What follows belongs to an exercise in optimizing a design on an open flow for small area, a short achievable clock period and few clock cycles per item; a production flow would make more cautious choices.
No run shown here included a check of the RTL's function; only the layout flow was run.
No activity file was given, so power comes from the tool's default toggle rates.

File: design.v
package tmcm_pkg;
  localparam int SCR_BITS = 10;
  localparam int CFG_DATA_BITS = 32;
  localparam int CFG_ADDR_BITS = 5;
  localparam int REG_IDX_BITS = 3;
  localparam logic [REG_IDX_BITS-1:0] REG_RAW_MIN_X   = 3'd0;
  localparam logic [REG_IDX_BITS-1:0] REG_RAW_MAX_X   = 3'd1;
  localparam logic [REG_IDX_BITS-1:0] REG_RAW_MIN_Y   = 3'd2;
  localparam logic [REG_IDX_BITS-1:0] REG_RAW_MAX_Y   = 3'd3;
  localparam logic [REG_IDX_BITS-1:0] REG_PRESS_THR   = 3'd4;
  localparam logic [REG_IDX_BITS-1:0] REG_ORIENT      = 3'd5;
  localparam logic [REG_IDX_BITS-1:0] REG_SCR_MAX_X   = 3'd6;
  localparam logic [REG_IDX_BITS-1:0] REG_SCR_MAX_Y   = 3'd7;
  localparam int RST_RAW_MIN = 550;
  localparam int RST_RAW_MAX = 3650;
  localparam int RST_PRESS_THR = 850;
  localparam logic [3:0] RST_ORIENT = 4'd13;
  localparam logic [SCR_BITS-1:0] RST_SCR_MAX_X = 10'd319;
  localparam logic [SCR_BITS-1:0] RST_SCR_MAX_Y = 10'd239;
  localparam int FLG_SWAP = 0;
  localparam int FLG_INV_X = 1;
  localparam int FLG_INV_Y = 2;
  localparam int FLG_LOW_Z = 3;
endpackage
module tmcm_regs #(
  parameter int RAW_BITS = 12
) (
  input  logic                                  clk,
  input  logic                                  rst_n,
  input  logic                                  psel,
  input  logic                                  penable,
  input  logic                                  pwrite,
  input  logic [tmcm_pkg::CFG_ADDR_BITS-1:0]    paddr,
  input  logic [tmcm_pkg::CFG_DATA_BITS-1:0]    pwdata,
  output logic [tmcm_pkg::CFG_DATA_BITS-1:0]    prdata,
  output logic [RAW_BITS-1:0]                   raw_min_x,
  output logic [RAW_BITS-1:0]                   raw_max_x,
  output logic [RAW_BITS-1:0]                   raw_min_y,
  output logic [RAW_BITS-1:0]                   raw_max_y,
  output logic [RAW_BITS-1:0]                   press_thr,
  output logic [3:0]                            orient,
  output logic [tmcm_pkg::SCR_BITS-1:0]         scr_max_x,
  output logic [tmcm_pkg::SCR_BITS-1:0]         scr_max_y
);
  localparam int DW = tmcm_pkg::CFG_DATA_BITS;
  logic [RAW_BITS-1:0] raw_min_x_r, raw_max_x_r, raw_min_y_r, raw_max_y_r, press_thr_r;
  logic [3:0] orient_r;
  logic [tmcm_pkg::SCR_BITS-1:0] scr_max_x_r, scr_max_y_r;
  logic [tmcm_pkg::REG_IDX_BITS-1:0] idx;
  logic wr_en;
  assign idx = paddr[tmcm_pkg::CFG_ADDR_BITS-1:2];
  assign wr_en = psel & penable & pwrite;
  always_ff @(posedge clk) begin
    if (!rst_n) begin
      raw_min_x_r <= RAW_BITS'(tmcm_pkg::RST_RAW_MIN);
      raw_max_x_r <= RAW_BITS'(tmcm_pkg::RST_RAW_MAX);
      raw_min_y_r <= RAW_BITS'(tmcm_pkg::RST_RAW_MIN);
      raw_max_y_r <= RAW_BITS'(tmcm_pkg::RST_RAW_MAX);
      press_thr_r <= RAW_BITS'(tmcm_pkg::RST_PRESS_THR);
      orient_r    <= tmcm_pkg::RST_ORIENT;
      scr_max_x_r <= tmcm_pkg::RST_SCR_MAX_X;
      scr_max_y_r <= tmcm_pkg::RST_SCR_MAX_Y;
    end else if (wr_en) begin
      case (idx)
        tmcm_pkg::REG_RAW_MIN_X: raw_min_x_r <= pwdata[RAW_BITS-1:0];
        tmcm_pkg::REG_RAW_MAX_X: raw_max_x_r <= pwdata[RAW_BITS-1:0];
        tmcm_pkg::REG_RAW_MIN_Y: raw_min_y_r <= pwdata[RAW_BITS-1:0];
        tmcm_pkg::REG_RAW_MAX_Y: raw_max_y_r <= pwdata[RAW_BITS-1:0];
        tmcm_pkg::REG_PRESS_THR: press_thr_r <= pwdata[RAW_BITS-1:0];
        tmcm_pkg::REG_ORIENT:    orient_r    <= pwdata[3:0];
        tmcm_pkg::REG_SCR_MAX_X: scr_max_x_r <= pwdata[tmcm_pkg::SCR_BITS-1:0];
        tmcm_pkg::REG_SCR_MAX_Y: scr_max_y_r <= pwdata[tmcm_pkg::SCR_BITS-1:0];
        default: ;
      endcase
    end
  end
  always_comb begin
    case (idx)
      tmcm_pkg::REG_RAW_MIN_X: prdata = DW'(raw_min_x_r);
      tmcm_pkg::REG_RAW_MAX_X: prdata = DW'(raw_max_x_r);
      tmcm_pkg::REG_RAW_MIN_Y: prdata = DW'(raw_min_y_r);
      tmcm_pkg::REG_RAW_MAX_Y: prdata = DW'(raw_max_y_r);
      tmcm_pkg::REG_PRESS_THR: prdata = DW'(press_thr_r);
      tmcm_pkg::REG_ORIENT:    prdata = DW'(orient_r);
      tmcm_pkg::REG_SCR_MAX_X: prdata = DW'(scr_max_x_r);
      tmcm_pkg::REG_SCR_MAX_Y: prdata = DW'(scr_max_y_r);
      default:                 prdata = '0;
    endcase
  end
  assign raw_min_x = raw_min_x_r;
  assign raw_max_x = raw_max_x_r;
  assign raw_min_y = raw_min_y_r;
  assign raw_max_y = raw_max_y_r;
  assign press_thr = press_thr_r;
  assign orient    = orient_r;
  assign scr_max_x = scr_max_x_r;
  assign scr_max_y = scr_max_y_r;
endmodule
module tmcm_median #(
  parameter int RAW_BITS = 12
) (
  input  logic                clk,
  input  logic                rst_n,
  input  logic                fire,
  input  logic [RAW_BITS-1:0] sx,
  input  logic [RAW_BITS-1:0] sy,
  input  logic [RAW_BITS-1:0] sz,
  input  logic [RAW_BITS-1:0] thr,
  input  logic                low_z,
  output logic [1:0]          phase,
  output logic [RAW_BITS-1:0] mx,
  output logic [RAW_BITS-1:0] my,
  output logic                touched
);
  logic [1:0]          phase_r;
  logic [RAW_BITS-1:0] hx0_r, hx1_r, hy0_r, hy1_r;
  logic                ltx_r, lty_r;
  logic                hz0_r, hz1_r;
  logic                t_r;
  logic                zpass;
  logic                x_a, x_b, y_a, y_b;
  function automatic logic [1:0] med_pick(
    input logic ab,
    input logic ac,
    input logic bc
  );
    med_pick = {ab ^ ac, ab == bc};
  endfunction
  logic x_0s, x_1s, y_0s, y_1s;
  assign x_0s = (hx0_r < sx);
  assign x_1s = (hx1_r < sx);
  assign y_0s = (hy0_r < sy);
  assign y_1s = (hy1_r < sy);
  assign zpass = ~((sz ^ {RAW_BITS{low_z}}) < (thr ^ {RAW_BITS{low_z}}));
  assign phase = phase_r;
  assign {x_a, x_b} = med_pick(ltx_r, x_0s, x_1s);
  assign {y_a, y_b} = med_pick(lty_r, y_0s, y_1s);
  always_ff @(posedge clk) begin
    if (!rst_n) phase_r <= 2'd0;
    else if (fire) phase_r <= phase_r[1] ? 2'd0 : phase_r + 2'd1;
  end
  always_ff @(posedge clk) begin
    if (fire && phase_r == 2'd0) begin
      hx0_r <= sx;
      hy0_r <= sy;
      hz0_r <= zpass;
    end
    if (fire && phase_r == 2'd1) begin
      hz1_r <= zpass;
      ltx_r <= x_0s;
      lty_r <= y_0s;
    end
    if (fire && (phase_r == 2'd1 || (phase_r[1] && (x_a || !x_b))))
      hx1_r <= (phase_r[1] && x_a) ? hx0_r : sx;
    if (fire && (phase_r == 2'd1 || (phase_r[1] && (y_a || !y_b))))
      hy1_r <= (phase_r[1] && y_a) ? hy0_r : sy;
    if (fire && phase_r[1])
      t_r <= (hz0_r & hz1_r) | (hz0_r & zpass) | (hz1_r & zpass);
  end
  assign mx = hx1_r;
  assign my = hy1_r;
  assign touched = t_r;
endmodule
module tmcm_addbk #(
  parameter int W = 13
) (
  input  logic [W-1:0] a,
  input  logic [W-1:0] b,
  input  logic         cin,
  output logic [W-1:0] s
);
  localparam int TOP = 2 ** ($clog2(W) - 1);
  logic [W-1:0] g, p, gg, pp;
  always_comb begin
    g  = a & b;
    p  = a ^ b;
    gg = g;
    pp = p;
    gg[0] = g[0] | (p[0] & cin);
    for (int d = 1; d < W; d = d * 2)
      for (int i = 2 * d - 1; i < W; i = i + 2 * d) begin
        gg[i] = gg[i] | (pp[i] & gg[i-d]);
        pp[i] = pp[i] & pp[i-d];
      end
    for (int d = TOP; d >= 1; d = d / 2)
      for (int i = 3 * d - 1; i < W; i = i + 2 * d) begin
        gg[i] = gg[i] | (pp[i] & gg[i-d]);
        pp[i] = pp[i] & pp[i-d];
      end
    s = p ^ {gg[W-2:0], cin};
  end
endmodule
module tmcm_mulcsa #(
  parameter int NW = 12,
  parameter int MW = 10
) (
  input  logic [NW-1:0]    a,
  input  logic [MW-1:0]    b,
  output logic [NW+MW-1:0] s,
  output logic [NW+MW-1:0] c
);
  localparam int W = NW + MW;
  logic [W-1:0] row [MW];
  logic [W-1:0] l1 [7];
  logic [W-1:0] l2 [5];
  logic [W-1:0] l3 [4];
  logic [W-1:0] l4 [3];
  function automatic logic [2*W-1:0] csa(
    input logic [W-1:0] x,
    input logic [W-1:0] y,
    input logic [W-1:0] z
  );
    logic [W-1:0] sum, cy;
    sum = x ^ y ^ z;
    cy  = (x & y) | (x & z) | (y & z);
    csa = {cy[W-2:0], 1'b0, sum};
  endfunction
  always_comb begin
    for (int j = 0; j < MW; j++) row[j] = W'(a & {NW{b[j]}}) << j;
    {l1[1], l1[0]} = csa(row[0], row[1], row[2]);
    {l1[3], l1[2]} = csa(row[3], row[4], row[5]);
    {l1[5], l1[4]} = csa(row[6], row[7], row[8]);
    l1[6] = row[9];
    {l2[1], l2[0]} = csa(l1[0], l1[1], l1[2]);
    {l2[3], l2[2]} = csa(l1[3], l1[4], l1[5]);
    l2[4] = l1[6];
    {l3[1], l3[0]} = csa(l2[0], l2[1], l2[2]);
    l3[2] = l2[3];
    l3[3] = l2[4];
    {l4[1], l4[0]} = csa(l3[0], l3[1], l3[2]);
    l4[2] = l3[3];
    {c, s} = csa(l4[0], l4[1], l4[2]);
  end
endmodule
module tmcm_muldiv #(
  parameter int RAW_BITS = 12
) (
  input  logic                                   clk,
  input  logic                                   load,
  input  logic                                   step,
  input  logic [RAW_BITS+tmcm_pkg::SCR_BITS-1:0] prod,
  input  logic [RAW_BITS-1:0]                    den,
  input  logic [RAW_BITS:0]                      den3,
  output logic [tmcm_pkg::SCR_BITS-1:0]          quo,
  output logic [tmcm_pkg::SCR_BITS-1:0]          quo_next
);
  localparam int SB = tmcm_pkg::SCR_BITS;
  localparam int RW = RAW_BITS + 1;
  logic [RW-1:0] r_r, r1, r2;
  logic [SB-1:0] pq_r;
  logic [RW-1:0] dd, dd3, t1, t2, k_ge, k_lt, c_ge, c_lt;
  logic          sub1;
  always_comb begin
    dd   = {1'b0, den};
    dd3  = den3;
    sub1 = ~r_r[RW-1];
    t1   = {r_r[RW-2:0], pq_r[SB-1]};
    t2   = {r_r[RW-3:0], pq_r[SB-1], pq_r[SB-2]};
    r1   = t1 + (sub1 ? ~dd : dd) + {{(RW-1){1'b0}}, sub1};
    k_ge = sub1 ? ~dd3 : dd;
    k_lt = sub1 ? ~dd : dd3;
    c_ge = t2 + k_ge + {{(RW-1){1'b0}}, sub1};
    c_lt = t2 + k_lt + {{(RW-1){1'b0}}, sub1};
    r2   = r1[RW-1] ? c_lt : c_ge;
  end
  always_ff @(posedge clk) begin
    if (load) begin
      r_r  <= {1'b0, prod[RAW_BITS+SB-1:SB]};
      pq_r <= prod[SB-1:0];
    end else if (step) begin
      r_r  <= r2;
      pq_r <= {pq_r[SB-3:0], ~r1[RW-1], ~r2[RW-1]};
    end
  end
  assign quo = pq_r;
  assign quo_next = {pq_r[SB-3:0], ~r1[RW-1], ~r2[RW-1]};
endmodule
module touch_median_calibrate_map #(
  parameter int RAW_BITS = 12
) (
  input  logic                                  clk,
  input  logic                                  rst_n,
  input  logic                                  in_tvalid,
  output logic                                  in_tready,
  input  logic [((3*RAW_BITS+7)/8)*8-1:0]       in_tdata,
  output logic                                  out_tvalid,
  input  logic                                  out_tready,
  output logic [23:0]                           out_tdata,
  output logic                                  out_tuser,
  input  logic                                  cfg_psel,
  input  logic                                  cfg_penable,
  input  logic                                  cfg_pwrite,
  input  logic [tmcm_pkg::CFG_ADDR_BITS-1:0]    cfg_paddr,
  input  logic [tmcm_pkg::CFG_DATA_BITS-1:0]    cfg_pwdata,
  output logic [tmcm_pkg::CFG_DATA_BITS-1:0]    cfg_prdata,
  output logic                                  cfg_pready
);
  localparam int SB = tmcm_pkg::SCR_BITS;
  localparam int PW = RAW_BITS + SB;
  logic [RAW_BITS-1:0] raw_min_x, raw_max_x, raw_min_y, raw_max_y, press_thr;
  logic [3:0]          orient;
  logic [SB-1:0]       scr_max_x, scr_max_y;
  logic                in_fire, start, adv;
  logic [1:0]          phase;
  logic [RAW_BITS-1:0] mx, my;
  logic                touched;
  logic                wr_en;
  logic [RAW_BITS-1:0] thr_eff;
  logic                low_z_eff;
  logic [9:1]          v_r, s_r;
  logic                sel_r;
  logic [RAW_BITS-1:0] den_x_r, den_y_r;
  logic                empty_x, empty_y;
  logic                ax, mir;
  logic [RAW_BITS-1:0] v, lo, hi, dn, num, num_r;
  logic [RAW_BITS:0]   a, b;
  logic [RAW_BITS+1:0] c;
  logic [SB-1:0]       smax_m;
  logic [PW-1:0]       ps, pc, ps_r, pc_r, prod;
  logic [SB-1:0]       xq [2];
  logic [SB-1:0]       xqn [2];
  logic [SB-1:0]       yq [2];
  logic [SB-1:0]       yqn [2];
  logic [1:0]          xt_r;
  logic [SB-1:0]       qx, qy;
  logic                tt;
  logic                out_valid_r, out_touched_r;
  logic [SB-1:0]       out_x_r, out_y_r;
  assign cfg_pready = 1'b1;
  tmcm_regs #(.RAW_BITS(RAW_BITS)) u_regs (
    .clk       (clk),
    .rst_n     (rst_n),
    .psel      (cfg_psel),
    .penable   (cfg_penable),
    .pwrite    (cfg_pwrite),
    .paddr     (cfg_paddr),
    .pwdata    (cfg_pwdata),
    .prdata    (cfg_prdata),
    .raw_min_x (raw_min_x),
    .raw_max_x (raw_max_x),
    .raw_min_y (raw_min_y),
    .raw_max_y (raw_max_y),
    .press_thr (press_thr),
    .orient    (orient),
    .scr_max_x (scr_max_x),
    .scr_max_y (scr_max_y)
  );
  assign wr_en = cfg_psel & cfg_penable & cfg_pwrite;
  assign thr_eff = (wr_en && cfg_paddr[4:2] == tmcm_pkg::REG_PRESS_THR) ?
                   cfg_pwdata[RAW_BITS-1:0] : press_thr;
  assign low_z_eff = (wr_en && cfg_paddr[4:2] == tmcm_pkg::REG_ORIENT) ?
                     cfg_pwdata[tmcm_pkg::FLG_LOW_Z] : orient[tmcm_pkg::FLG_LOW_Z];
  logic sure;
  assign sure = ~(v_r[9] & out_valid_r);
  always_comb begin
    case (phase)
      2'd0:    in_tready = 1'b1;
      2'd1:    in_tready = ~v_r[1] & (~v_r[2] | sure);
      default: in_tready = ~(v_r[1] | v_r[2]) & sure;
    endcase
  end
  assign in_fire = in_tvalid & in_tready;
  assign start   = in_fire & phase[1];
  tmcm_median #(.RAW_BITS(RAW_BITS)) u_median (
    .clk     (clk),
    .rst_n   (rst_n),
    .fire    (in_fire),
    .sx      (in_tdata[RAW_BITS-1:0]),
    .sy      (in_tdata[2*RAW_BITS-1:RAW_BITS]),
    .sz      (in_tdata[3*RAW_BITS-1:2*RAW_BITS]),
    .thr     (thr_eff),
    .low_z   (low_z_eff),
    .phase   (phase),
    .mx      (mx),
    .my      (my),
    .touched (touched)
  );
  assign adv = ~(v_r[9] & out_valid_r & ~out_tready);
  always_ff @(posedge clk) begin
    if (!rst_n) begin
      v_r   <= '0;
      sel_r <= 1'b0;
    end else if (adv) begin
      v_r <= {v_r[8:1], start};
      if (start) sel_r <= ~sel_r;
    end
  end
  always_ff @(posedge clk) begin
    if (adv) s_r <= {s_r[8:1], sel_r};
  end
  logic [RAW_BITS:0] span_x, span_y;
  logic [RAW_BITS:0] den3_x_r, den3_y_r;
  logic              empty_x_r, empty_y_r;
  logic [RAW_BITS:0] den3_x, den3_y;
  tmcm_addbk #(.W(RAW_BITS+1)) u_span_x (
    .a ({1'b0, raw_max_x}), .b (~{1'b0, raw_min_x}), .cin (1'b1), .s (span_x));
  tmcm_addbk #(.W(RAW_BITS+1)) u_span_y (
    .a ({1'b0, raw_max_y}), .b (~{1'b0, raw_min_y}), .cin (1'b1), .s (span_y));
  tmcm_addbk #(.W(RAW_BITS+1)) u_den3_x (
    .a ({1'b0, den_x_r}), .b ({den_x_r, 1'b0}), .cin (1'b0), .s (den3_x));
  tmcm_addbk #(.W(RAW_BITS+1)) u_den3_y (
    .a ({1'b0, den_y_r}), .b ({den_y_r, 1'b0}), .cin (1'b0), .s (den3_y));
  always_ff @(posedge clk) begin
    den_x_r   <= span_x[RAW_BITS-1:0];
    den_y_r   <= span_y[RAW_BITS-1:0];
    empty_x_r <= span_x[RAW_BITS] | ~|span_x[RAW_BITS-1:0];
    empty_y_r <= span_y[RAW_BITS] | ~|span_y[RAW_BITS-1:0];
    den3_x_r  <= den3_x;
    den3_y_r  <= den3_y;
  end
  assign empty_x = empty_x_r;
  assign empty_y = empty_y_r;
  always_comb begin
    ax  = v_r[2];
    v   = (orient[tmcm_pkg::FLG_SWAP] ^ ax) ? my : mx;
    lo  = ax ? raw_min_y : raw_min_x;
    hi  = ax ? raw_max_y : raw_max_x;
    dn  = ax ? den_y_r : den_x_r;
    mir = ax ? orient[tmcm_pkg::FLG_INV_Y] : orient[tmcm_pkg::FLG_INV_X];
    a   = {1'b0, v} - {1'b0, lo};
    b   = {1'b0, hi} - {1'b0, v};
    c   = {2'b0, lo} + {2'b0, hi} - {2'b0, v};
    if (mir) begin
      if (c[RAW_BITS+1])    num = dn;
      else if (b[RAW_BITS]) num = '0;
      else if (a[RAW_BITS]) num = dn;
      else                  num = b[RAW_BITS-1:0];
    end else begin
      if (a[RAW_BITS])      num = '0;
      else if (b[RAW_BITS]) num = dn;
      else                  num = a[RAW_BITS-1:0];
    end
  end
  always_ff @(posedge clk) begin
    if (adv) num_r <= num;
  end
  assign smax_m = v_r[3] ? scr_max_y : scr_max_x;
  tmcm_mulcsa #(.NW(RAW_BITS), .MW(SB)) u_mul (
    .a (num_r),
    .b (smax_m),
    .s (ps),
    .c (pc)
  );
  always_ff @(posedge clk) begin
    if (adv) begin
      ps_r <= ps;
      pc_r <= pc;
    end
  end
  tmcm_addbk #(.W(PW)) u_cpa (.a (ps_r), .b (pc_r), .cin (1'b0), .s (prod));
  for (genvar e = 0; e < 2; e++) begin : g_eng
    logic x_load, x_step, y_load, y_step;
    assign x_load = adv & v_r[3] & (s_r[3] == e[0]);
    assign x_step = adv & |(v_r[8:4] & ~(s_r[8:4] ^ {5{e[0]}}));
    assign y_load = adv & v_r[4] & (s_r[4] == e[0]);
    assign y_step = adv & |(v_r[8:5] & ~(s_r[8:5] ^ {4{e[0]}}));
    tmcm_muldiv #(.RAW_BITS(RAW_BITS)) u_x (
      .clk      (clk),
      .load     (x_load),
      .step     (x_step),
      .prod     (prod),
      .den      (den_x_r),
      .den3     (den3_x_r),
      .quo      (xq[e]),
      .quo_next (xqn[e])
    );
    tmcm_muldiv #(.RAW_BITS(RAW_BITS)) u_y (
      .clk      (clk),
      .load     (y_load),
      .step     (y_step),
      .prod     (prod),
      .den      (den_y_r),
      .den3     (den3_y_r),
      .quo      (yq[e]),
      .quo_next (yqn[e])
    );
    always_ff @(posedge clk) begin
      if (x_load) xt_r[e] <= touched;
    end
  end
  assign qx = s_r[9] ? xq[1] : xq[0];
  assign qy = s_r[9] ? yqn[1] : yqn[0];
  assign tt = s_r[9] ? xt_r[1] : xt_r[0];
  always_ff @(posedge clk) begin
    if (!rst_n) out_valid_r <= 1'b0;
    else if (v_r[9] && adv) out_valid_r <= 1'b1;
    else if (out_tready) out_valid_r <= 1'b0;
  end
  always_ff @(posedge clk) begin
    if (v_r[9] && adv) begin
      out_touched_r <= tt;
      out_x_r       <= (tt && !empty_x) ? qx : '0;
      out_y_r       <= (tt && !empty_y) ? qy : '0;
    end
  end
  assign out_tvalid = out_valid_r;
  assign out_tuser  = out_touched_r;
  assign out_tdata  = {4'd0, out_y_r, out_x_r};
endmodule
File: run.sh
#!/bin/bash
# synth_recipe.tcl (not shown) runs the flow's synth.tcl, then flattens the netlist and writes it again
# the make line also repeats each setting of config.mk as NAME=value (left out here)
make -C /OpenROAD-flow-scripts/flow DESIGN_CONFIG=/design/flow/config.mk WORK_HOME=/design/flow/orfs CLKGATE_MAP_FILE= SYNTH_SCRIPT=/design/flow/synth_recipe.tcl finish
File: config.mk
export PLATFORM = sky130hd
export DESIGN_NAME = touch_median_calibrate_map
export DESIGN_NICKNAME = touch_median_calibrate_map
export VERILOG_FILES = /design/flow/design.v
export SDC_FILE = /design/flow/constraint.sdc
export NUM_CORES = 4
export LEC_CHECK = 0
export CAP_MARGIN = 20
export CORE_MARGIN = 2
export CORE_UTILIZATION = 40
export CTS_BUF_LIST = sky130_fd_sc_hd__clkbuf_4 sky130_fd_sc_hd__clkbuf_8
export CTS_CLUSTER_SIZE = 40
export SETUP_SLACK_MARGIN = 3.1
export SLEW_MARGIN = 20
File: constraint.sdc
create_clock -name core_clock -period 7.0 [get_ports {clk}]
set_input_delay 1.4000 -clock core_clock [delete_from_list [all_inputs] [get_ports {clk}]]
set_output_delay 1.4000 -clock core_clock [all_outputs]
set_load 0.01 [all_outputs]
==> results of run 1 <==
==> cells in the final DEF (no fill, tap or decap), drive strengths merged, types with 8 or more instances in the layout <==
cell type and instances:
nor2 210, nand2 392, xnor2 156, nor2b 110, fa 143, dfxtp 153
inv 274, or2 9, a21o 66, clkbuf 100, or3 18, nand3 75
mux2i 167, clkdlybuf4s50 72, nor3 60, nand4 9, o22ai 12, a21oi 142
a31o 9, a211oi 25, o21ai 166, a21boi 47, and2 19, ha 313
a221oi 8, o41ai 13, nand2b 41, o211ai 23, edfxtp 222, buf 176
o21a 44, mux2 30, clkinv 25, o2111ai 10, a31oi 14, xor2 39
conb 25
==> stage by stage <==
| step | cells | power (uW) | setup slack, ps | hold slack (ps) |
|---|---|---|---|---|
| after detailed placement | 4232 | 5383 | 1332 | 424.6 |
| final | 4506 | 7902 | 2916 | 447.3 |
| after global placement | 4232 | 5337 | 1338 | 404.8 |
| after global routing | 4506 | 8420 | 2897 | 450.5 |
| after CTS | 4457 | 7882 | 2969 | 436.6 |
| after floorplan | 3284 | 4551 | 2944 | 400.3 |
==> how the worst max path moves through the flow <==
| stage | startpoint | endpoint | slack, ps |
|---|---|---|---|
| finish | cfg_paddr[3] | cfg_prdata[1] | 2920 |
| global route | cfg_paddr[4] | cfg_prdata[3] | 2900 |
| detailed placement | cfg_paddr[3] | u_median.t_r | 1330 |
| floorplan | cfg_paddr[4] | u_median.t_r | 2940 |
| global placement | cfg_paddr[3] | u_median.t_r | 1340 |
| CTS | cfg_paddr[3] | cfg_prdata[4] | 2970 |
==> kinds of logic (layout without fill, tap and decap cells) <==
family	Yosys count	after routing
simple gates	965	966
compound gates	646	646
fa+ha+maj	457	457
buf+inv	427	665
flops	375	375
xor+xnor	195	195
mux	194	198
other cells	2	26
==> what timing repair did <==
action / 4_1_cts / 5_1_grt
resized for setup: 232 / 133
pin swaps: 54 / 77
buffers inserted: 80 / 44
gates cloned: 11 / 4
endpoints found under the setup margin: 99 / 122
==> sequential cells by signal, summed over array words and instances, names as in the netlist, 12 cells and up <==
signal	count
g_eng.u_y.pq_r	20
u_median.hy1_r	12
den3_x_r	13
u_regs.raw_min_x_r	12
g_eng.u_y.r_r	26
u_regs.raw_max_x_r	12
den_x_r	12
g_eng.u_x.pq_r	20
den3_y_r	13
u_median.hy0_r	12
g_eng.u_x.r_r	26
ps_r	21
u_regs.raw_max_y_r	12
pc_r	16
num_r	12
u_regs.press_thr_r	12
u_regs.raw_min_y_r	12
u_median.hx1_r	12
u_median.hx0_r	12
den_y_r	12
==> layout make-up <==
cell class	count	area [sq um]
Fill cell	7177	39230
Multi-Input combinational cell	2487	20240
Sequential cell	375	9762
Timing Repair Buffer	259	2774
Clock buffer	97	1241
Tap cell	978	1224
Inverter	271	1032
Clock inverter	37	317.8
Timing Repair inverter	1	7.507
Antenna cell	1	2.502
==> worst register-to-register path, delay by kind of cell (launching register included) <==
family / cells / cell delay [ps]
adder cells (fa/ha/maj): 5 / 2490
buffers and inverters: 5 / 490
flip-flops: 1 / 430
multiplexers: 1 / 280
AND/OR/NAND/NOR: 1 / 40
==> per-layer routing <==
layer | share of wire | vias to the layer above
li1 | - | 11688
met5 | 0 | -
met1 | 0.44 | 11474
met3 | 0.062 | 195
met4 | 0.040 | 0
met2 | 0.46 | 706
==> power groups by stage <==
stage	registers (uW)	clock network, uW	logic (uW)
5_1_grt	2780	2540	3100
6_report	2760	2390	2750
4_1_cts	2760	2440	2680
3_5_place_dp	2800	0	2580
3_3_place_gp	2800	0	2540
2_1_floorplan	2690	0	1860
==> run summary, run 1 <==
Hold path:
- The worst-case hold path end point is s_r[2].
- The start point of the worst min-delay path is s_r[1].
- The path type of the worst min-delay path is reg2reg.
- The worst hold path cell count is 0.

Synthesis:
- Summed over all instances, the cell type with the most area after synthesis is sky130_fd_sc_hd__edfxtp_1.
- The XOR/XNOR share of the synthesized area is 0.05603.
- The number of register bits inferred by synthesis is between 300 and 400.
- The Yosys step of the flow raised 16 warnings.
- The cell with the most instances after synthesis is sky130_fd_sc_hd__nand2_1.
- The mux share of post-synthesis cell area is 0.06499.
- The largest family of logic cells by synthesized area is adder cells.
- Of the total synthesized cell area, the portion taken by AND, OR, NAND and NOR gates is 0.1435.
- Yosys attributes the largest share of cell area to sky130_fd_sc_hd__edfxtp_1 22%, sky130_fd_sc_hd__ha_1 13%, sky130_fd_sc_hd__dfxtp_1 10%.
- The sequential element share of the synthesized area is 0.3178.
- After synthesis, the share of flip-flops with an asynchronous set or reset is 0.
- The number of different library cells in the post-synthesis netlist is 76.
- The cell area after synthesis is roughly 0.031 sq mm.
- Counting flops with a built-in enable in the synthesized netlist gives approximately 220.
- In this run the mean area of a mapped cell was 9.388 sq um.
- The share of synthesized area in the top cell type comes to 0.2178.
- The gate count after technology mapping is ~3,300.
- The adder and majority cell fraction of the synthesized area is 0.2218.
- The most instantiated flip-flop cell in the synthesis netlist is sky130_fd_sc_hd__edfxtp_1.
- The compound-cell area share of the yosys netlist is 0.1394.
- Ranked by instance count, the synthesized netlist is headed by 392 x sky130_fd_sc_hd__nand2_1, 313 x sky130_fd_sc_hd__ha_1, 270 x sky130_fd_sc_hd__inv_1, 222 x sky130_fd_sc_hd__edfxtp_1, 210 x sky130_fd_sc_hd__nor2_1.

Worst setup path:
- Data on the critical path is required at its endpoint by 5600 ps.
- The largest single stage delay on the critical path is ~280 ps.
- The critical setup path kind is in2out.
- Setup slack on the worst reg-to-reg path comes out at just over 3000 ps.
- The number of buffers and inverters on the critical path is 5.
- The startpoint identified for the worst register-to-register timing path is v_r[3].
- Of all nets on the critical path, the largest fanout is 5.
- The cell family with the largest share of critical-path delay is compound AO/OA/AOI/OAI gates.
- The endpoint identified for the worst register-to-register timing path is ps_r[10].
- The depth of the most critical reg-to-reg path is 12.
- The worst setup path is launched from an input pin.
- Traced cell by cell, the critical path runs through buf_16, buf_12, buf_8, clkinvlp_4, a21oi_1, o22ai_1, o22a_1, buf_2.
- The endpoint arrival time on the critical path is approximately 2700 ps.
- The cell with the biggest individual delay on the critical path is sky130_fd_sc_hd__a21oi_1.
- In this run the number of cells on the critical path is 8.
- STA classifies the critical path endpoint as an output pin.

Clock network:
- The H-tree was split into 3 levels.
- The number of clock buffers inserted by TritonCTS is 73.
- The clock passes through at most 3 buffers.
- The clock reaches the later pin of the worst-skew pair after between 600 and 700 ps.
- The TritonCTS clock tree is built.
- After clock tree synthesis, the clock-pin slew on the worst setup and hold paths is 60 ps.
- The total of hold buffers inserted after clock tree synthesis is 0.
- In this run the clock root is driven by a sky130_fd_sc_hd__clkbuf_8.
- The number of sinks handled by clock tree synthesis is 375.

GRT:
- The number of antenna violations at the first check in global routing is 1.
- The largest net degree at the start of global routing is between 90 and 100.
- The first global-routing pass estimated roughly 130,000 um of wire.
- The number of global-route vias before repair is approximately 24,000.
- The met3 track demand over resource in global routing is 0.04022.
- In the global route stage, met2 resource usage came out at 0.3588.
- The met1 demand-to-capacity share in global routing is 0.2885.
- The overall fraction of global-route tracks in use is 0.2197.
- Global routing finished with a remaining overflow of 0.
- In this run the most used layer during global routing was met2.

Routing:
- The pre-antenna-repair detailed-routing pass consisted of 5 iterations.
- The total length of routed wires is 87,490 um.
- The via count is 24,063.
- After detailed routing, the number of vias per cell comes to 5.340.
- The violation count after the first detailed-route iteration is around 1,400.
- After detailed routing, the number of remaining DRC violations is 0.
- The count of nets left with antenna violations once routing finished came out at 0.
- Dividing the detail-routed wire length by the instance count gives between 15 and 20 um.

Timing:
- The relative max-transition margin is 0.3165.
- Setup repair after global routing could not meet its margin everywhere.
- In the final timing run, aggregate negative setup slack is 0 ps.
- The upper clock frequency limit is 0.2449 GHz.
- The setup violation total in the final timing report is 0.
- The total count of max-transition violations in the final report is 0.
- The clock arrives with between 30 and 40 ps of skew.
- The clock period minus worst slack is around 4100 ps.
- Dividing the final minimum period by the clock period gives 0.5834.
- At the pin with the least slew margin, the transition time is 1022 ps.
- The hold violation count in the final report came to 0.

Run:
- Across the run, the number of max-cap violations was 0.

Power and ir drop:
- The worst vdd rail ir drop is around 0.14 mV.
- Of the total power, combinational logic draws 0.348.
- The share of total power dissipated in sequential elements is 0.350.
- The static power due to leakage is 0.01555 uW.
- The total power divided by cell area is about 220 mW/mm^2.
- The net switching power of the design is between 2000 and 3000 uW.
- The design internal power is 5103 uW.
- The relative contribution of the clock network to total power is 0.302.
- Of the total power, the share spent switching nets is 0.3542.

Layout:
- The final design utilization is 0.4827.
- In the final layout, the share of cells above drive strength 1 is 0.1579.
- Relative to the synthesized area, the layout overhead comes to 19.55%.
- The area of all placed cells without fillers is approximately 0.037 sq mm.
- The net count reported at finish is about 4,000.

Floorplan:
- From left edge to right edge, the die measures 280.6 um.
- The initial utilization of the core area, before any placement, comes to 0.4037.
- The die covers approximately 0.08 sq mm.
- After floorplanning, the core was divided into 101 placement rows.
- The height of the chip is 280.6 um.
- The floorplan step defined a core boundary enclosing around 0.076 sq mm.
- The number of top-level pins is about 140.

Placement:
- After detailed placement, the total cell area comes to around 0.033 sq mm.
- The last weighted congestion value of the routability-driven placer is around 0.92.
- Input and output buffers added on the ports amount to 92.
- The final HPWL from detailed placement is 63,650 um.

Run status:
- The run finished with no timing, DRC or antenna violations.
==> run 2, diff against run 1 <==
--- a/design.v
+++ b/design.v
@@ -240,7 +240,6 @@
   input  logic                                   step,
   input  logic [RAW_BITS+tmcm_pkg::SCR_BITS-1:0] prod,
   input  logic [RAW_BITS-1:0]                    den,
-  input  logic [RAW_BITS:0]                      den3,
   output logic [tmcm_pkg::SCR_BITS-1:0]          quo,
   output logic [tmcm_pkg::SCR_BITS-1:0]          quo_next
 );
@@ -248,20 +247,15 @@
   localparam int RW = RAW_BITS + 1;
   logic [RW-1:0] r_r, r1, r2;
   logic [SB-1:0] pq_r;
-  logic [RW-1:0] dd, dd3, t1, t2, k_ge, k_lt, c_ge, c_lt;
+  logic [RW-1:0] dd, t1, t2;
   logic          sub1;
   always_comb begin
     dd   = {1'b0, den};
-    dd3  = den3;
     sub1 = ~r_r[RW-1];
     t1   = {r_r[RW-2:0], pq_r[SB-1]};
-    t2   = {r_r[RW-3:0], pq_r[SB-1], pq_r[SB-2]};
     r1   = t1 + (sub1 ? ~dd : dd) + {{(RW-1){1'b0}}, sub1};
-    k_ge = sub1 ? ~dd3 : dd;
-    k_lt = sub1 ? ~dd : dd3;
-    c_ge = t2 + k_ge + {{(RW-1){1'b0}}, sub1};
-    c_lt = t2 + k_lt + {{(RW-1){1'b0}}, sub1};
-    r2   = r1[RW-1] ? c_lt : c_ge;
+    t2   = {r1[RW-2:0], pq_r[SB-2]};
+    r2   = r1[RW-1] ? t2 + dd : t2 - dd;
   end
   always_ff @(posedge clk) begin
     if (load) begin
@@ -389,24 +383,16 @@
     if (adv) s_r <= {s_r[8:1], sel_r};
   end
   logic [RAW_BITS:0] span_x, span_y;
-  logic [RAW_BITS:0] den3_x_r, den3_y_r;
   logic              empty_x_r, empty_y_r;
-  logic [RAW_BITS:0] den3_x, den3_y;
   tmcm_addbk #(.W(RAW_BITS+1)) u_span_x (
     .a ({1'b0, raw_max_x}), .b (~{1'b0, raw_min_x}), .cin (1'b1), .s (span_x));
   tmcm_addbk #(.W(RAW_BITS+1)) u_span_y (
     .a ({1'b0, raw_max_y}), .b (~{1'b0, raw_min_y}), .cin (1'b1), .s (span_y));
-  tmcm_addbk #(.W(RAW_BITS+1)) u_den3_x (
-    .a ({1'b0, den_x_r}), .b ({den_x_r, 1'b0}), .cin (1'b0), .s (den3_x));
-  tmcm_addbk #(.W(RAW_BITS+1)) u_den3_y (
-    .a ({1'b0, den_y_r}), .b ({den_y_r, 1'b0}), .cin (1'b0), .s (den3_y));
   always_ff @(posedge clk) begin
     den_x_r   <= span_x[RAW_BITS-1:0];
     den_y_r   <= span_y[RAW_BITS-1:0];
     empty_x_r <= span_x[RAW_BITS] | ~|span_x[RAW_BITS-1:0];
     empty_y_r <= span_y[RAW_BITS] | ~|span_y[RAW_BITS-1:0];
-    den3_x_r  <= den3_x;
-    den3_y_r  <= den3_y;
   end
   assign empty_x = empty_x_r;
   assign empty_y = empty_y_r;
@@ -460,7 +446,6 @@
       .step     (x_step),
       .prod     (prod),
       .den      (den_x_r),
-      .den3     (den3_x_r),
       .quo      (xq[e]),
       .quo_next (xqn[e])
     );
@@ -470,7 +455,6 @@
       .step     (y_step),
       .prod     (prod),
       .den      (den_y_r),
-      .den3     (den3_y_r),
       .quo      (yq[e]),
       .quo_next (yqn[e])
     );
--- a/config.mk
+++ b/config.mk
@@ -10,5 +10,5 @@
 export CORE_UTILIZATION = 40
 export CTS_BUF_LIST = sky130_fd_sc_hd__clkbuf_4 sky130_fd_sc_hd__clkbuf_8
 export CTS_CLUSTER_SIZE = 40
-export SETUP_SLACK_MARGIN = 3.1
+export SETUP_SLACK_MARGIN = 2.95
 export SLEW_MARGIN = 20
==> run 2 against run 1 <==
Compared with the run above: still clean on timing, DRC and antenna; fmax is 14% lower; utilization is 1.5 points higher; flip-flop and latch count is 26 lower; non-clock buffer count is 53 higher; worst hold slack worse by 12 ps; final area is 7.0% lower; combinational power is 48% higher; critical path type is now reg2reg; critical endpoint is now g_eng[1].u_y.pq_r[0]; largest cell class unchanged.
==> run summary, run 2 <==
GRT:
- Entering global routing, the biggest net connects 57 pins.
- The first global-routing pass estimated approximately 120,000 um of wire.
- For this run the aggregate overflow at the end of global routing stands at 0.
- The number of global-route vias before repair was roughly 22,000.
- The number of antenna violations at the first check in global routing is 2.
- In the global route stage, overall resource usage came out at 0.2243.

Power and ir drop:
- Of the total power, the share spent switching nets is 0.3695.
- The design internal power is 5598 uW.
- Of the total power, the clock network draws 0.246.
- The static power due to leakage is roughly 0.014 uW.
- The analysis attributes to net switching a power of between 3000 and 4000 uW.
- The worst vdd rail ir drop is 0.1487 mV.
- In this run the power density over the cells is about 260 mW/mm^2.
- Of the total power, combinational logic draws 0.459.
- Of the total power, registers draw 0.295.

Synthesis:
- Counting every instance in the synthesized netlist gives between 2,000 and 3,000.
- Of the synthesized area, sequential elements account for 0.3332.
- Synthesis instantiated 81 different standard cells from the library.
- After synthesis, the most frequently instantiated cells are 387 x sky130_fd_sc_hd__nand2_1, 244 x sky130_fd_sc_hd__ha_1, 239 x sky130_fd_sc_hd__inv_1, 222 x sky130_fd_sc_hd__edfxtp_1, 180 x sky130_fd_sc_hd__xnor2_1.
- The synthesized area divided by synthesized cell count is 9.509 sq um.
- The Yosys step of the flow raised 16 warnings.
- Counting flops and latches in the post-synthesis netlist gives between 300 and 400.
- The area fraction of the dominant cell type after synthesis is 0.2412.
- After synthesis, the share of flip-flops with an asynchronous set or reset is 0.
- The number of enable-type register cells in the synthesized netlist is between 200 and 250.
- Sorting the synthesized cells by area gives the leading types as sky130_fd_sc_hd__edfxtp_1 24%, sky130_fd_sc_hd__ha_1 11%, sky130_fd_sc_hd__dfxtp_1 9.2%.
- The mapped netlist covers 0.02763 sq mm.
- The cell accounting for the most synthesized area is sky130_fd_sc_hd__edfxtp_1.
- By instance count, the leading cell after synthesis is sky130_fd_sc_hd__nand2_1.
- The most used flip-flop cell after synthesis is sky130_fd_sc_hd__edfxtp_1.

Layout:
- The library cell used most frequently in the layout, excluding fill and tap cells, is sky130_fd_sc_hd__nand2_1.
- In the final layout, the multi-input gates occupy about 0.018 sq mm.
- The layout-stage area growth over the synthesis result is 23.20%.
- Excluding fillers, the count of instances in the completed layout stands at between 4,000 and 5,000.
- The largest registers in the layout are g_eng.u_x.r_r x26, g_eng.u_y.r_r x26, ps_r x21.
- The number of filler cells placed in the layout is 6,128.
- In the final layout, the share of cells above drive strength 1 is 0.2039.
- For this run, the post-layout net count is approximately 3,600.
- Leaving out fill and tap cells, the most frequent cells in the layout are 367 x sky130_fd_sc_hd__nand2_1, 235 x sky130_fd_sc_hd__inv_1, 234 x sky130_fd_sc_hd__ha_1, 222 x sky130_fd_sc_hd__edfxtp_1, 168 x sky130_fd_sc_hd__buf_4.
- The sequential cell area is around 0.0093 sq mm.

Clock network:
- The clock transition at the registers of the reported paths is around 70 ps.
- TritonCTS built the clock tree.
- In this run, post-CTS hold repair placed 0 buffers.
- The total number of H-tree levels is 3.
- No sink is reached through more buffers than the 3 on the longest clock path.
- Clock tree synthesis found a total of around 350 sinks.
- The clock latency on the worst-skew pair is 670 ps.
- The clock root buffer master is sky130_fd_sc_hd__clkbuf_8.
- Counting the buffers created by CTS gives between 60 and 70.

Timing:
- The clock period could shrink to 4774 ps.
- In this run the tightest slew margin relative to its limit is 0.1869.
- Setup repair after global routing could not meet its margin everywhere.
- The clock arrives with about 44 ps of skew.
- The hold violation count in the final report is 0.
- For this run, the top clock speed supported by timing is 0.2095 GHz.
- The slew of the pin with the lowest slew margin is roughly 1200 ps.
- The period utilization is 0.6820.
- The setup violation total in the final timing report is 0.
- Setup total negative slack on the finished layout was measured at 0 ps.
- The total count of max-transition violations in the final report is 0.
- The worst setup margin is approximately 2200 ps.

Worst setup path:
- For this design, the slowest cell found on the critical path is sky130_fd_sc_hd__or4_4.
- For the worst setup path, the data arrival time is 5190 ps.
- The worst register-to-register path has a setup slack of roughly 2200 ps.
- The critical setup path kind is reg2reg.
- In this design, the stage delay of the slowest critical-path cell is 480 ps.
- Of all nets on the critical path, the largest fanout is 6.
- The startpoint identified for the worst register-to-register timing path is g_eng[1].u_y.r_r[12].
- Counting cells, the worst reg-to-reg path comes to 19.
- Among the stages of the critical path, the cell type that occurs most often is sky130_fd_sc_hd__a21o_1.
- The beginning of the critical path is g_eng[1].u_y.r_r[12].
- The critical path endpoint category is a flip-flop.
- The total buffers and inverters traversed by the critical path is 2.
- The worst setup path is launched from a flip-flop.
- The critical path required time is between 7000 and 8000 ps.
- The cell family with the largest share of critical-path delay is compound AO/OA/AOI/OAI gates.
- The signal on the critical path passes through buf_12, xnor2_4, fa_2, a21oi_2, o211ai_1, or4_4, and3_4, buf_4, nor4_4, xor2_1, ha_1, a21o_1, a31oi_4, a211oi_2, o31ai_2, nand2b_1, a21o_1, xnor3_2, mux2_4.
- The critical register-to-register path endpoint is g_eng[1].u_y.pq_r[0].

Routing:
- After detailed routing, the number of vias per cell comes to approximately 5.4.
- Before antenna repair, the detailed router went through 6 iterations.
- The violation count after the first detailed-route iteration is ~1,500.
- Dividing the detail-routed wire length by the instance count gives 20.03 um.
- The remaining antenna violation count after routing is 0.
- The remaining routing DRC violations is 0.
- The via count is 22,071.
- After detailed routing, the total wire length is roughly 82,000 um.

Floorplan:
- The core area is around 0.068 sq mm.
- The die boundary width is 266.8 um.
- The die is roughly 270 um tall.
- The initialized floorplan defines 96 standard-cell rows.
- For this configuration, the core starts out at a cell density of 0.4036.
- The die covers 0.07120 sq mm.
- The number of top-level pins is roughly 140.

Placement:
- Routability-driven placement finished with a final weighted congestion of 0.9511.
- The worst-case setup slack after placement is 1535 ps.
- Once detailed placement completed, the half-perimeter wirelength came to between 50,000 and 60,000 um.
- The number of buffers added on ports is around 90.
- In this run, placement finished with an instance count of about 3,800.

Hold path:
- The path with the worst hold slack has its endpoint at s_r[3].
- In this run the worst hold path is classified as reg2reg.
- The worst hold path begins at s_r[2].
- Counting instances, the worst hold path has a depth of 0.

Run:
- The tool flagged a number of max-cap violations equal to 0.

Run status:
- The run finished with no timing, DRC or antenna violations.
-- run 2: through the flow --
stage / power, uW / hold slack [ps] / instance area [sq um] / utilization
after floorplan: 5150 / 400.3 / 28260 / -
after global placement: 5948 / 413.3 / 29610 / 0.4325
after detailed placement: 6048 / 422.4 / 29660 / 0.4332
after CTS: 8579 / 416.4 / 32720 / 0.4779
after global routing: 9466 / 452.7 / 34050 / 0.4973
final: 8880 / 434.9 / 34050 / 0.4973
-- run 2: how the worst max path moves through the flow --
| stage | endpoint | cells past startpoint |
|---|---|---|
| final | g_eng[1].u_y.pq_r[0] | 19 |
| after global routing | g_eng[1].u_y.r_r[11] | 21 |
| after CTS | g_eng[1].u_x.pq_r[0] | 22 |
| after detailed placement | g_eng[0].u_x.pq_r[0] | 22 |
| after global placement | g_eng[0].u_x.r_r[11] | 21 |
| after floorplan | g_eng[1].u_y.r_r[11] | 22 |
-- run 2: what timing repair did --
action / 4_1_cts / 5_1_grt
pin swaps: 86 / 89
setup buffers: 118 / 59
resized for setup: 210 / 145
gates cloned: 4 / 5
setup endpoints to repair: 105 / 94
-- run 2: kinds of logic after synthesis --
logic type,Yosys count,share of synthesized area
DFF,349,0.3332
buffers and inverters,389,0.06076
and+or+nand+nor,902,0.1525
other,2,0.0002718
AOI/OAI and AO/OA,528,0.1252
adders and majority gates,370,0.2014
muxes,145,0.05601
xor gates and xnor gates,221,0.07054
-- run 2: area by class of cell --
| cell class | instances | share of cell area |
|---|---|---|
| diodes | 1 | 0.00007350 |
| inverters | 240 | 0.02694 |
| flip-flops and latches | 349 | 0.2723 |
| multi-input cells | 2192 | 0.5388 |
| well taps | 882 | 0.03241 |
| clock inverters | 25 | 0.007424 |
| repair buffers | 312 | 0.08765 |
| clock buffers | 95 | 0.03436 |
-- run 2: routing by layer --
layer / wire [um] / part of all wire / global-route usage / vias up
met5: 18 / 0.00022 / 0 / -
met4: 3582 / 0.044 / 0.09247 / 2
met3: 5289 / 0.064 / 0.04142 / 155
met2: 38810 / 0.47 / 0.3708 / 692
met1: 34330 / 0.42 / 0.2885 / 10720
li1: - / - / - / 10502
-- run 2: power groups by stage --
stage          Sequential (uW)  Clock (uW)  Combinational [uW]
2_1_floorplan             2580           0                2570
3_3_place_gp              2660           0                3290
3_5_place_dp              2670           0                3380
4_1_cts                   2620        2240                3730
5_1_grt                   2630        2330                4510
6_report                  2620        2190                4070
==> run 3, diff against run 2 <==
--- a/design.v
+++ b/design.v
@@ -50,29 +50,26 @@
   logic wr_en;
   assign idx = paddr[tmcm_pkg::CFG_ADDR_BITS-1:2];
   assign wr_en = psel & penable & pwrite;
+  localparam int DB = RAW_BITS;
+  logic [DB-1:0] wd0, wd1;
+  logic [7:0]    en;
+  assign wd0 = pwdata[DB-1:0] & {DB{rst_n}};
+  assign wd1 = pwdata[DB-1:0] | {DB{~rst_n}};
+  function automatic logic [DB-1:0] pick(input logic [DB-1:0] rv);
+    for (int i = 0; i < DB; i++) pick[i] = rv[i] ? wd1[i] : wd0[i];
+  endfunction
+  always_comb begin
+    for (int i = 0; i < 8; i++) en[i] = ~rst_n | (wr_en & (idx == i[2:0]));
+  end
   always_ff @(posedge clk) begin
-    if (!rst_n) begin
-      raw_min_x_r <= RAW_BITS'(tmcm_pkg::RST_RAW_MIN);
-      raw_max_x_r <= RAW_BITS'(tmcm_pkg::RST_RAW_MAX);
-      raw_min_y_r <= RAW_BITS'(tmcm_pkg::RST_RAW_MIN);
-      raw_max_y_r <= RAW_BITS'(tmcm_pkg::RST_RAW_MAX);
-      press_thr_r <= RAW_BITS'(tmcm_pkg::RST_PRESS_THR);
-      orient_r    <= tmcm_pkg::RST_ORIENT;
-      scr_max_x_r <= tmcm_pkg::RST_SCR_MAX_X;
-      scr_max_y_r <= tmcm_pkg::RST_SCR_MAX_Y;
-    end else if (wr_en) begin
-      case (idx)
-        tmcm_pkg::REG_RAW_MIN_X: raw_min_x_r <= pwdata[RAW_BITS-1:0];
-        tmcm_pkg::REG_RAW_MAX_X: raw_max_x_r <= pwdata[RAW_BITS-1:0];
-        tmcm_pkg::REG_RAW_MIN_Y: raw_min_y_r <= pwdata[RAW_BITS-1:0];
-        tmcm_pkg::REG_RAW_MAX_Y: raw_max_y_r <= pwdata[RAW_BITS-1:0];
-        tmcm_pkg::REG_PRESS_THR: press_thr_r <= pwdata[RAW_BITS-1:0];
-        tmcm_pkg::REG_ORIENT:    orient_r    <= pwdata[3:0];
-        tmcm_pkg::REG_SCR_MAX_X: scr_max_x_r <= pwdata[tmcm_pkg::SCR_BITS-1:0];
-        tmcm_pkg::REG_SCR_MAX_Y: scr_max_y_r <= pwdata[tmcm_pkg::SCR_BITS-1:0];
-        default: ;
-      endcase
-    end
+    if (en[tmcm_pkg::REG_RAW_MIN_X]) raw_min_x_r <= pick(DB'(tmcm_pkg::RST_RAW_MIN));
+    if (en[tmcm_pkg::REG_RAW_MAX_X]) raw_max_x_r <= pick(DB'(tmcm_pkg::RST_RAW_MAX));
+    if (en[tmcm_pkg::REG_RAW_MIN_Y]) raw_min_y_r <= pick(DB'(tmcm_pkg::RST_RAW_MIN));
+    if (en[tmcm_pkg::REG_RAW_MAX_Y]) raw_max_y_r <= pick(DB'(tmcm_pkg::RST_RAW_MAX));
+    if (en[tmcm_pkg::REG_PRESS_THR]) press_thr_r <= pick(DB'(tmcm_pkg::RST_PRESS_THR));
+    if (en[tmcm_pkg::REG_ORIENT])    orient_r    <= pick(DB'(tmcm_pkg::RST_ORIENT)) & 4'hF;
+    if (en[tmcm_pkg::REG_SCR_MAX_X]) scr_max_x_r <= pick(DB'(tmcm_pkg::RST_SCR_MAX_X));
+    if (en[tmcm_pkg::REG_SCR_MAX_Y]) scr_max_y_r <= pick(DB'(tmcm_pkg::RST_SCR_MAX_Y));
   end
   always_comb begin
     case (idx)
@@ -120,21 +117,20 @@
   logic                zpass;
   logic                x_a, x_b, y_a, y_b;
   function automatic logic [1:0] med_pick(
-    input logic ab,
-    input logic ac,
-    input logic bc
+    input logic [RAW_BITS-1:0] a,
+    input logic [RAW_BITS-1:0] b,
+    input logic [RAW_BITS-1:0] c,
+    input logic                ab
   );
+    logic ac, bc;
+    ac = (a < c);
+    bc = (b < c);
     med_pick = {ab ^ ac, ab == bc};
   endfunction
-  logic x_0s, x_1s, y_0s, y_1s;
-  assign x_0s = (hx0_r < sx);
-  assign x_1s = (hx1_r < sx);
-  assign y_0s = (hy0_r < sy);
-  assign y_1s = (hy1_r < sy);
   assign zpass = ~((sz ^ {RAW_BITS{low_z}}) < (thr ^ {RAW_BITS{low_z}}));
   assign phase = phase_r;
-  assign {x_a, x_b} = med_pick(ltx_r, x_0s, x_1s);
-  assign {y_a, y_b} = med_pick(lty_r, y_0s, y_1s);
+  assign {x_a, x_b} = med_pick(hx0_r, hx1_r, sx, ltx_r);
+  assign {y_a, y_b} = med_pick(hy0_r, hy1_r, sy, lty_r);
   always_ff @(posedge clk) begin
     if (!rst_n) phase_r <= 2'd0;
     else if (fire) phase_r <= phase_r[1] ? 2'd0 : phase_r + 2'd1;
@@ -147,8 +143,8 @@
     end
     if (fire && phase_r == 2'd1) begin
       hz1_r <= zpass;
-      ltx_r <= x_0s;
-      lty_r <= y_0s;
+      ltx_r <= (hx0_r < sx);
+      lty_r <= (hy0_r < sy);
     end
     if (fire && (phase_r == 2'd1 || (phase_r[1] && (x_a || !x_b))))
       hx1_r <= (phase_r[1] && x_a) ? hx0_r : sx;
@@ -240,6 +236,7 @@
   input  logic                                   step,
   input  logic [RAW_BITS+tmcm_pkg::SCR_BITS-1:0] prod,
   input  logic [RAW_BITS-1:0]                    den,
+  input  logic [RAW_BITS:0]                      den3,
   output logic [tmcm_pkg::SCR_BITS-1:0]          quo,
   output logic [tmcm_pkg::SCR_BITS-1:0]          quo_next
 );
@@ -247,15 +244,43 @@
   localparam int RW = RAW_BITS + 1;
   logic [RW-1:0] r_r, r1, r2;
   logic [SB-1:0] pq_r;
-  logic [RW-1:0] dd, t1, t2;
+  function automatic logic [RW-1:0] add_bk(
+    input logic [RW-1:0] x,
+    input logic [RW-1:0] y,
+    input logic          cin
+  );
+    logic [RW-1:0] g, p, gg, pp;
+    g  = x & y;
+    p  = x ^ y;
+    gg = g;
+    pp = p;
+    gg[0] = g[0] | (p[0] & cin);
+    for (int d = 1; d < RW; d = d * 2)
+      for (int i = 2 * d - 1; i < RW; i = i + 2 * d) begin
+        gg[i] = gg[i] | (pp[i] & gg[i-d]);
+        pp[i] = pp[i] & pp[i-d];
+      end
+    for (int d = 8; d >= 1; d = d / 2)
+      for (int i = 3 * d - 1; i < RW; i = i + 2 * d) begin
+        gg[i] = gg[i] | (pp[i] & gg[i-d]);
+        pp[i] = pp[i] & pp[i-d];
+      end
+    add_bk = p ^ {gg[RW-2:0], cin};
+  endfunction
+  logic [RW-1:0] dd, dd3, t1, t2, k_ge, k_lt, c_ge, c_lt;
   logic          sub1;
   always_comb begin
     dd   = {1'b0, den};
+    dd3  = den3;
     sub1 = ~r_r[RW-1];
     t1   = {r_r[RW-2:0], pq_r[SB-1]};
-    r1   = t1 + (sub1 ? ~dd : dd) + {{(RW-1){1'b0}}, sub1};
-    t2   = {r1[RW-2:0], pq_r[SB-2]};
-    r2   = r1[RW-1] ? t2 + dd : t2 - dd;
+    t2   = {r_r[RW-3:0], pq_r[SB-1], pq_r[SB-2]};
+    r1   = add_bk(t1, sub1 ? ~dd : dd, sub1);
+    k_ge = sub1 ? ~dd3 : dd;
+    k_lt = sub1 ? ~dd : dd3;
+    c_ge = add_bk(t2, k_ge, sub1);
+    c_lt = add_bk(t2, k_lt, sub1);
+    r2   = r1[RW-1] ? c_lt : c_ge;
   end
   always_ff @(posedge clk) begin
     if (load) begin
@@ -383,16 +408,24 @@
     if (adv) s_r <= {s_r[8:1], sel_r};
   end
   logic [RAW_BITS:0] span_x, span_y;
+  logic [RAW_BITS:0] den3_x_r, den3_y_r;
   logic              empty_x_r, empty_y_r;
+  logic [RAW_BITS:0] den3_x, den3_y;
   tmcm_addbk #(.W(RAW_BITS+1)) u_span_x (
     .a ({1'b0, raw_max_x}), .b (~{1'b0, raw_min_x}), .cin (1'b1), .s (span_x));
   tmcm_addbk #(.W(RAW_BITS+1)) u_span_y (
     .a ({1'b0, raw_max_y}), .b (~{1'b0, raw_min_y}), .cin (1'b1), .s (span_y));
+  tmcm_addbk #(.W(RAW_BITS+1)) u_den3_x (
+    .a ({1'b0, den_x_r}), .b ({den_x_r, 1'b0}), .cin (1'b0), .s (den3_x));
+  tmcm_addbk #(.W(RAW_BITS+1)) u_den3_y (
+    .a ({1'b0, den_y_r}), .b ({den_y_r, 1'b0}), .cin (1'b0), .s (den3_y));
   always_ff @(posedge clk) begin
     den_x_r   <= span_x[RAW_BITS-1:0];
     den_y_r   <= span_y[RAW_BITS-1:0];
     empty_x_r <= span_x[RAW_BITS] | ~|span_x[RAW_BITS-1:0];
     empty_y_r <= span_y[RAW_BITS] | ~|span_y[RAW_BITS-1:0];
+    den3_x_r  <= den3_x;
+    den3_y_r  <= den3_y;
   end
   assign empty_x = empty_x_r;
   assign empty_y = empty_y_r;
@@ -446,6 +479,7 @@
       .step     (x_step),
       .prod     (prod),
       .den      (den_x_r),
+      .den3     (den3_x_r),
       .quo      (xq[e]),
       .quo_next (xqn[e])
     );
@@ -455,6 +489,7 @@
       .step     (y_step),
       .prod     (prod),
       .den      (den_y_r),
+      .den3     (den3_y_r),
       .quo      (yq[e]),
       .quo_next (yqn[e])
     );
==> run 3 against run 2 <==
Compared with the run above: setup slack improved by 580 ps; non-clock buffer count fell by 108; critical path depth fell by 12; utilization fell by 2.6 points; first-iteration DRC count fell by 3.4%; clock power rose by 7%; final cell count rose by 0.17%; power rose by 27%; final area rose by 3.1%; clock-buffer cell count fell by 1.
==> run summary, run 3 <==
Run status:
- The flow ran to the end and the layout has no timing, DRC or antenna violations.

Timing:
- In the final timing run, aggregate negative setup slack is 0 ps.
- Timing would allow up to roughly 0.24 GHz.
- The worst path needs approximately 4200 ps of the cycle, external delays included.
- On the final layout, the worst clock skew is 44.49 ps.
- The relative max-transition margin is 0.3908.
- The setup violation total in the final timing report is 0.
- Of the available clock period, the critical path in the final layout requires 0.5991.
- The hold violation count in the final report is 0.
- The total count of max-transition violations in the final report was 0.
- For the pin with the worst max-slew slack, the measured transition is about 890 ps.
- Setup repair after global routing could not meet its margin everywhere.

Layout:
- After routing the design area is 0.03511 sq mm.
- The commonest non-fill, non-tap cell in the layout is sky130_fd_sc_hd__edfxtp_1.
- In the layout the commonest cells are 306 x sky130_fd_sc_hd__edfxtp_1, 299 x sky130_fd_sc_hd__ha_1, 278 x sky130_fd_sc_hd__inv_1, 244 x sky130_fd_sc_hd__nand2_1, 182 x sky130_fd_sc_hd__fa_1.
- The largest registers in the layout are g_eng.u_x.r_r x26, g_eng.u_y.r_r x26, ps_r x21.
- The net count of the finished layout is roughly 3,600.
- The non-filler instance count after layout is just over 4,000.
- The filler cells instantiated in the layout total 6,820.
- The layout-stage area growth over the synthesis result is 16.32%.
- The ratio of cells with drive above 1 in the final layout is 0.1325.

GRT:
- The largest net degree at the start of global routing is 53.
- In the global route stage, overall resource usage came out at 0.2089.
- Summed over all layers, the global routing overflow is 0.
- The number of antenna violations at the first check in global routing is 3.
- The number of global-route vias before repair came to 22,466.
- The wire length of the first global-routing pass is around 130,000 um.

Routing:
- After detailed routing, the number of remaining DRC violations is 0.
- The final route contains ~22,000 vias.
- The detailed router finished its first iteration with between 1,000 and 1,500 violations.
- The total length of routed wires is between 80,000 and 90,000 um.
- The remaining antenna violation count after routing is 0.
- The via density per instance is between 5 and 6.
- The mean routed wirelength per cell is 19.89 um.
- The first TritonRoute pass finished after 5 iterations.

Clock network:
- The clock latency on the worst-skew pair is between 600 and 700 ps.
- The number of sinks handled by clock tree synthesis is 375.
- TritonCTS built the clock tree.
- Counting along the longest clock path gives a buffer depth of 3.
- The total of hold buffers inserted after clock tree synthesis is 0.
- The number of clock buffers inserted by TritonCTS is 72.
- After clock tree synthesis, the clock-pin slew on the worst setup and hold paths is 60 ps.
- The cell sitting at the root of the clock tree is a sky130_fd_sc_hd__clkbuf_8.
- The H-tree was split into 3 levels.

Synthesis:
- The synthesized area divided by synthesized cell count is a little over 10 sq um.
- The sequential element share of the synthesized area is 0.3502.
- The cell with the most instances after synthesis is sky130_fd_sc_hd__edfxtp_1.
- The commonest cells after synthesis are 306 x sky130_fd_sc_hd__edfxtp_1, 299 x sky130_fd_sc_hd__ha_1, 283 x sky130_fd_sc_hd__inv_1, 247 x sky130_fd_sc_hd__nand2_1, 183 x sky130_fd_sc_hd__fa_1.
- The cell accounting for the most synthesized area is sky130_fd_sc_hd__edfxtp_1.
- In the synthesized netlist the dominant register cell turns out to be sky130_fd_sc_hd__edfxtp_1.
- Sorting the synthesized cells by area gives the leading types as sky130_fd_sc_hd__edfxtp_1 30%, sky130_fd_sc_hd__ha_1 12%, sky130_fd_sc_hd__fa_1 12%.
- For this run, the number of Yosys warnings is 16.
- The number of register bits inferred by synthesis is 375.
- The cell area after synthesis is approximately 0.030 sq mm.
- In this run, synthesis inferred 306 flip-flops with an integrated enable.
- The area fraction of the dominant cell type after synthesis is 0.3044.
- The number of different library cells in the post-synthesis netlist is just under 80.
- The async set-or-reset flop fraction in the synthesized netlist is 0.
- The gate count after technology mapping is about 2,900.

Placement:
- Summed over all nets, the half-perimeter wirelength after detailed placement is between 60,000 and 70,000 um.
- After detailed placement, the total cell area comes to about 0.032 sq mm.
- During placement, the flow inserted port buffers numbering between 90 and 100.
- Counting tap cells, the placed design contains a total of just under 4,000 instances.
- The last weighted congestion value of the routability-driven placer is 0.8829.

Worst setup path:
- The kind of start point of the critical path is an input pin.
- The kind of cell with the highest combined delay along the critical path is multiplexers.
- For this design, the slowest cell found on the critical path is sky130_fd_sc_hd__mux4_2.
- In this run the worst path has a maximum fanout of 8.
- Counting both buffers and inverters, the worst setup path holds a total of 4.
- The cell seen most often among critical-path stages is sky130_fd_sc_hd__buf_12.
- The endpoint arrival time on the critical path is roughly 2800 ps.
- The delay of the slowest cell on the worst path is 530 ps.
- The signal on the critical path passes through buf_12, buf_12, buf_6, mux4_2, o311ai_2, nand2_1, buf_2.
- The critical path in this run is classified as in2out.
- The worst setup path is captured at an output pin.
- For the worst setup path, the data required time is roughly 5600 ps.

Hold path:
- The worst hold path belongs to the class reg2reg.

Floorplan:
- The starting density of the core is 0.4048.
- The core area is between 0.07 and 0.08 sq mm.
- From left edge to right edge, the die measures 278.7 um.
- The height of the chip is between 200 and 300 um.
- The number of rows in the core area is 100.
- The overall die area is around 0.078 sq mm.
- For this design the top-level I/O count stands at ~140.

Power and ir drop:
- The total power divided by cell area is roughly 320 mW/mm^2.
- Across the VDD grid, the largest voltage drop is roughly 0.15 mV.
- The static power due to leakage is approximately 0.015 uW.

Run:
- The tool flagged a number of max-cap violations equal to 0.
run 3: cell types whose count changed in the layout (fill, tap and decap cells not counted), sizes merged, moves of 24 or more:
cell | before | now
nand2 | 387 | 247
buf | 228 | 113
edfxtp | 222 | 306
o21ai | 91 | 162
xnor2 | 180 | 116
dfxtp | 127 | 69
fa | 125 | 183
ha | 244 | 299
mux2i | 95 | 145
inv | 241 | 287
a21boi | 48 | 13
nor2b | 110 | 82
nand3 | 67 | 43
run 3: cell families after synthesis:
logic type / synth area share
AO/OA/AOI/OAI: 0.1142
XOR/XNOR: 0.04804
adder cells (fa/ha/maj): 0.2456
buffers and inverters: 0.05637
flip-flops: 0.3502
multiplexers: 0.07133
other: 0.0002488
AND/OR/NAND/NOR: 0.1141
run 3: report_power, final:
part           switching (uW)  total (uW)  internal (uW)
Sequential                486        3430           2940
Combinational            3070        5530           2470
Clock                    1030        2340           1310
Total                    4580       11300           6720
run 3: worst reg2reg max path: stages (launching register included):
cell                       delay [ps]
sky130_fd_sc_hd__dfxtp_2          460
sky130_fd_sc_hd__buf_12           230
sky130_fd_sc_hd__mux2_2           430
sky130_fd_sc_hd__fa_1             490
sky130_fd_sc_hd__ha_1             300
sky130_fd_sc_hd__a31o_1           180
sky130_fd_sc_hd__a21o_1           180
sky130_fd_sc_hd__a21o_1           170
sky130_fd_sc_hd__a21o_1           200
sky130_fd_sc_hd__a2111o_1         500
sky130_fd_sc_hd__buf_6            170
sky130_fd_sc_hd__buf_6            110
sky130_fd_sc_hd__nand3_4           80
sky130_fd_sc_hd__buf_12           130
sky130_fd_sc_hd__o221ai_2         100
run 3: timing repair:
action | in CTS | in global routing
endpoints found under the setup margin | 110 | 102
cloned | 4 | 5
setup buffers | 35 | 28
endpoints found under the hold margin | 0 | 0
pin swaps | 12 | 33
gates resized for setup | 136 | 84
run 3: through the flow:
stage	hold slack [ps]	utilization	power (uW)	setup WS (ps)
final	429.1	0.4709	11310	2806
after global routing	436.1	0.4708	12250	2749
after CTS	429.5	0.4625	11320	2747
after detailed placement	411.9	0.4320	8828	1350
after global placement	405.6	0.4316	8616	1346
after floorplan	400.3	-	7199	2951
run 3: area by class of cell:
class | count | area, sq um | share of cell area
Multi-Input combinational cell | 2131 | 18520 | 0.5274
Timing Repair Buffer | 204 | 2125 | 0.06050
Tap cell | 969 | 1212 | 0.03453
Inverter | 287 | 1110 | 0.03161
Clock inverter | 39 | 355.3 | 0.01012
Sequential cell | 375 | 10590 | 0.3016
Clock buffer | 94 | 1187 | 0.03382
Antenna cell | 3 | 7.507 | 0.0002138
Timing Repair inverter | 1 | 7.507 | 0.0002138
run 3: path summary, 6_finish.rpt:
kind                 from             to  slack, ps  cells past startpoint
max reg2reg        v_r[2]       num_r[1]       3020                     14
min                s_r[1]         s_r[2]        430                      0
min reg2reg        s_r[1]         s_r[2]        430                      0
max          cfg_paddr[2]  cfg_prdata[3]       2810                      7
run 3: per-layer routing:
metal	GRT usage	up-vias	routed length (um)
met4	0.09195	0	3584
met5	0	-	0
li1	-	10461	-
met1	0.2651	10766	34970
met2	0.3493	582	38770
met3	0.03715	159	4278

## static timing again, ports no longer ideal
No port has a modelled driver above. Below, the same layouts with a new extraction and two added sets of constraints.
Step 1: set_driving_cell puts a clkbuf_16 on clk and a buf_2 on each other input, an assumption about the parent block.
Step 2 moves the port delays by t, midway between the first and last clock arrival at a register: inputs arrive t later, outputs are due t later. That takes back most of the time a late clock gives input paths.
Slacks: no drivers / after step 1 / after step 2; pairs: no drivers / after step 1.
run	t, ns	slack for setup (ns)	latest minus earliest clock arrival (ns)	worst slew at a driven data input, ns
run 1	0.724	2.916 / 2.832 / 2.442	0.040 / 0.040	0.08
run 2	0.707	2.226 / 2.226 / 2.226	0.044 / 0.044	0.06
run 3	0.706	2.806 / 2.742 / 2.315	0.045 / 0.045	0.07
After both steps setup and hold are still met in every run listed. For run 3, which loses most, drivers alone change the setup slack by -0.064 ns; drivers and shift together by -0.491 ns.
